Source: an optimization exercise on an open RTL-to-GDS flow (aim: small area, a short achievable clock period and few clock cycles per item). Production flows keep margins and buffers that such runs may drop.
The RTL was checked by simulation tests, not by an equivalence proof against the original design.
Power and IR drop assume default switching activity.

==> flow/design.v (excerpt) <==
module cpu_top
(
   input  wire         CLK,
   input  wire         rst,
   input  wire         in_valid,
   input  wire  [15:0] in_instr,
   output logic        credit_return,
   output logic        result_valid,
   output logic [3:0]  result_reg,
   output logic [15:0] result
);
==> flow/config.mk <==
export PLATFORM = sky130hd
export DESIGN_NAME = cpu_top
export DESIGN_NICKNAME = cpu_top
export VERILOG_FILES = /design/flow/design.v
export SDC_FILE = /design/flow/constraint.sdc
export NUM_CORES = 4
export LEC_CHECK = 0
export ABC_AREA = 1
export CAP_MARGIN = 20
export CORE_MARGIN = 2
export CORE_UTILIZATION = 55
export SETUP_SLACK_MARGIN = 2.0
export SLEW_MARGIN = 20
export TNS_END_PERCENT = 100
==> flow/constraint.sdc <==
create_clock -name core_clock -period 4.0 [get_ports {CLK}]
set_input_delay 0.8000 -clock core_clock [delete_from_list [all_inputs] [get_ports {CLK}]]
set_output_delay 0.8000 -clock core_clock [all_outputs]
set_load 0.01 [all_outputs]
standard.sh (not shown) runs the stock make flow with config.mk's settings and CLKGATE_MAP_FILE= SYNTH_SCRIPT=/design/flow/synth_recipe.tcl, a recipe that flattens the netlist after the stock synthesis.
==> flow/flow/run.sh <==
#!/bin/bash
# Standard layout, but with a smaller setup margin for the repair after
# global routing: the margin set in config.mk drives synthesis-to-CTS repair,
# GRT_SETUP_MARGIN drives the post-global-route repair.
set -euo pipefail
GRT_SETUP_MARGIN=$(cat flow/grt_margin.txt)
bash standard.sh synth floorplan place cts > stage1_to_cts.log 2>&1
sed -E "s/SETUP_SLACK_MARGIN=[0-9.]+/SETUP_SLACK_MARGIN=${GRT_SETUP_MARGIN}/" standard.sh > standard_grt.sh
bash standard_grt.sh finish > stage2_grt_to_finish.log 2>&1
==> flow/flow/grt_margin.txt <==
1.9
The first run ran to the end with no violations.
Testbench counts at the start, summed over its fixed seeds: cycles 24,016, items 24,000.
Edit:
==> flow/flow/grt_margin.txt (replaced) <==
1.85
CTS_BUF_LIST = sky130_fd_sc_hd__clkbuf_8   (was not set)
Result:
- total power shrinks by 1.6%
- count of clock-buffer cells in the layout goes up by 24
- die area stays the same
- worst setup slack gets worse by 0.037 ns
- critical path depth goes up by 2
- global-route usage stays flat
- routed wire length is about the same

---

Starting RTL as in the previous note.
==> flow/design.v (excerpt) <==
module cpu_top
(
   input  wire         CLK,
   input  wire         rst,
   input  wire         in_valid,
   input  wire  [15:0] in_instr,
   output logic        credit_return,
   output logic        result_valid,
   output logic [3:0]  result_reg,
   output logic [15:0] result
);
Settings: LEC_CHECK=0, ABC_AREA=1, CAP_MARGIN=20, CORE_MARGIN=2, CORE_UTILIZATION=55, CTS_BUF_LIST=sky130_fd_sc_hd__clkbuf_8, SETUP_SLACK_MARGIN=2.0, SLEW_MARGIN=20, TNS_END_PERCENT=100; clock period 4.0 ns.
==> flow/flow/grt_margin.txt <==
1.9
Scripts as last shown in full above: flow/flow/run.sh
Testbench counts at the start, summed over its fixed seeds: cycles 24,016, items 24,000.
Rerun with:
==> flow/flow/grt_margin.txt (replaced) <==
0
Result:
- non-clock buffer count went down by 15
- combinational power is lower by about 4%
- routed wire length falls by 0.91%
- power decreases by 0.99%
- cell area came out lower by 1.7%
- register-to-register slack got worse by 0.02 ns
- fmax went down by 5.7%
- die area stays the same
- via count hardly moves
- clock-buffer cell count is unchanged
Rerun with:
==> flow/flow/grt_margin.txt (replaced) <==
1.95
After rerunning: The changed run finished with timing, DRC and antenna clean; utilization grows by 2.9 points; wire length grows by 2.4%; worst hold slack gains 0.0031 ns; count of clock-buffer cells in the layout stays the same; final cell count grows by 1.2%; fmax grows by 7.4%; worst setup slack gains 0.15 ns.
Rerun with:
==> flow/run.sh (new file) <==
#!/bin/bash
# synth_recipe.tcl (not shown) runs the flow's synth.tcl, then flattens the netlist and writes it again
# the make line also repeats each setting of config.mk as NAME=value (left out here)
make -C /OpenROAD-flow-scripts/flow DESIGN_CONFIG=/design/flow/config.mk WORK_HOME=/design/flow/orfs CLKGATE_MAP_FILE= SYNTH_SCRIPT=/design/flow/synth_recipe.tcl finish
CTS_BUF_LIST = default   (was sky130_fd_sc_hd__clkbuf_8)
removed: flow/flow/run.sh
removed: flow/flow/grt_margin.txt
removed: flow/standard.sh
Setup slack got worse by 0.023 ns.
Count of clock-buffer cells in the layout went down by 24.
Sequential cell count is unchanged.
Final cell count shrinks by about 0.8%.
Sequential power is about the same.
Rerun with:
==> flow/flow/run.sh (new file) <==
#!/bin/bash
# Standard layout, but with a smaller setup margin for the repair after
# global routing: the margin set in config.mk drives synthesis-to-CTS repair,
# GRT_SETUP_MARGIN drives the post-global-route repair.
set -euo pipefail
GRT_SETUP_MARGIN=$(cat flow/grt_margin.txt)
bash standard.sh synth floorplan place cts > stage1_to_cts.log 2>&1
sed -E "s/SETUP_SLACK_MARGIN=[0-9.]+/SETUP_SLACK_MARGIN=${GRT_SETUP_MARGIN}/" standard.sh > standard_grt.sh
bash standard_grt.sh finish > stage2_grt_to_finish.log 2>&1
==> flow/flow/grt_margin.txt (new file) <==
1.5
==> flow/standard.sh (new file) <==
#!/bin/bash
# synth_recipe.tcl (not shown) runs the flow's synth.tcl, then flattens the netlist and writes it again
# the make line also repeats each setting of config.mk as NAME=value (left out here)
make -C /OpenROAD-flow-scripts/flow DESIGN_CONFIG=/design/flow/config.mk WORK_HOME=/design/flow/orfs CLKGATE_MAP_FILE= SYNTH_SCRIPT=/design/flow/synth_recipe.tcl "${@:-finish}"
CTS_BUF_LIST = sky130_fd_sc_hd__clkbuf_8   (was default)
removed: flow/run.sh
After rerunning:
- The new run ran to the end with no violations
- setup slack gets worse by 0.13 ns
- die area does not change
- power drops by a few percent
- synthesized cell count is unchanged
- via count drops by a few percent
- first-iteration DRC count drops by roughly a tenth
- critical path depth drops by 2

---

cpu_top again, from the RTL that the note above started with.
export LEC_CHECK = 0
export ABC_AREA = 1
export CAP_MARGIN = 20
export CORE_MARGIN = 2
export CORE_UTILIZATION = 55
export SETUP_SLACK_MARGIN = 2.0
export SLEW_MARGIN = 20
export TNS_END_PERCENT = 100
create_clock -name core_clock -period 4.0 [get_ports {CLK}]
==> flow/flow/run.sh <==
#!/bin/bash
# Standard layout, but with a smaller setup margin for the repair after
# global routing: the margin set in config.mk drives synthesis-to-CTS repair,
# GRT_SETUP_MARGIN drives the post-global-route repair.
set -euo pipefail
GRT_SETUP_MARGIN=$(cat flow/grt_margin.txt)
bash standard.sh synth floorplan place cts > stage1_to_cts.log 2>&1
sed -E "s/SETUP_SLACK_MARGIN=[0-9.]+/SETUP_SLACK_MARGIN=${GRT_SETUP_MARGIN}/" standard.sh > standard_grt.sh
bash standard_grt.sh finish > stage2_grt_to_finish.log 2>&1
==> flow/flow/grt_margin.txt <==
1.85
The baseline finished clean.
Testbench counts at the start, summed over its fixed seeds: cycles 24,016, items 24,000.
Rerun with:
==> flow/run.sh (new file) <==
#!/bin/bash
# synth_recipe.tcl (not shown) runs the flow's synth.tcl, then flattens the netlist and writes it again
# the make line also repeats each setting of config.mk as NAME=value (left out here)
make -C /OpenROAD-flow-scripts/flow DESIGN_CONFIG=/design/flow/config.mk WORK_HOME=/design/flow/orfs CLKGATE_MAP_FILE= SYNTH_SCRIPT=/design/flow/synth_recipe.tcl finish
Settings changed: CORE_UTILIZATION 55 to 50, CTS_BUF_LIST set to sky130_fd_sc_hd__clkbuf_8.
removed: flow/flow/run.sh
removed: flow/flow/grt_margin.txt
removed: flow/standard.sh
After rerunning: The new run passed the timing, DRC and antenna checks; count of clock-buffer cells in the layout grows by 16; worst hold slack is better by 4.2 ps; die area grows by roughly a tenth; synthesized cell count is unchanged; flip-flop and latch count stays the same; clock skew grows by 37 ps.

[static timing again, ports no longer ideal]
In the flow no input, the clock included, has a driving cell. The finished layouts below were timed again as built, in two steps.
Step 1 sets driving cells, clkbuf_16 on the clock port and buf_2 on the other inputs (assumed; they add their load-dependent delay and slew).
Step 2, shift: input delay + t, output delay - t, t = (earliest + latest rising clock arrival at the registers) / 2. This alone moves slack from input paths to output paths.
Slacks: ideal ports / drivers / drivers and shift; pairs: ideal ports / drivers.
run	t (ns)	setup slack, ns	worst setup path at the end	latest minus earliest clock arrival (ns)	worst slew at a driven data input, ns
the first run of note 1	0.577	1.876 / 1.910 / 1.334	input to register	0.031 / 0.031	0.04
the second run of note 1	0.651	1.839 / 1.872 / 1.221	input to register	0.055 / 0.056	0.03
the first run of note 2	0.653	1.911 / 1.934 / 1.288	input to register	0.048 / 0.048	0.03
the second run of note 2	0.648	1.786 / 1.816 / 1.168	input to register	0.046 / 0.046	0.03
the third run of note 2	0.653	1.938 / 1.938 / 1.324	input to register	0.053 / 0.052	0.04
the fourth run of note 2	0.576	1.915 / 1.905 / 1.378	input to register	0.030 / 0.030	0.06
the fifth run of note 2	0.648	1.786 / 1.816 / 1.168	input to register	0.046 / 0.046	0.03
the first run of note 3	0.576	1.849 / 1.878 / 1.303	input to register	0.028 / 0.027	0.04
the second run of note 3	0.711	1.916 / 1.922 / 1.234	input to register	0.061 / 0.062	0.03
After both steps setup and hold are still met in every run listed. For the second run of note 3, which loses most, drivers alone change the setup slack by +0.006 ns; drivers and shift together by -0.682 ns.
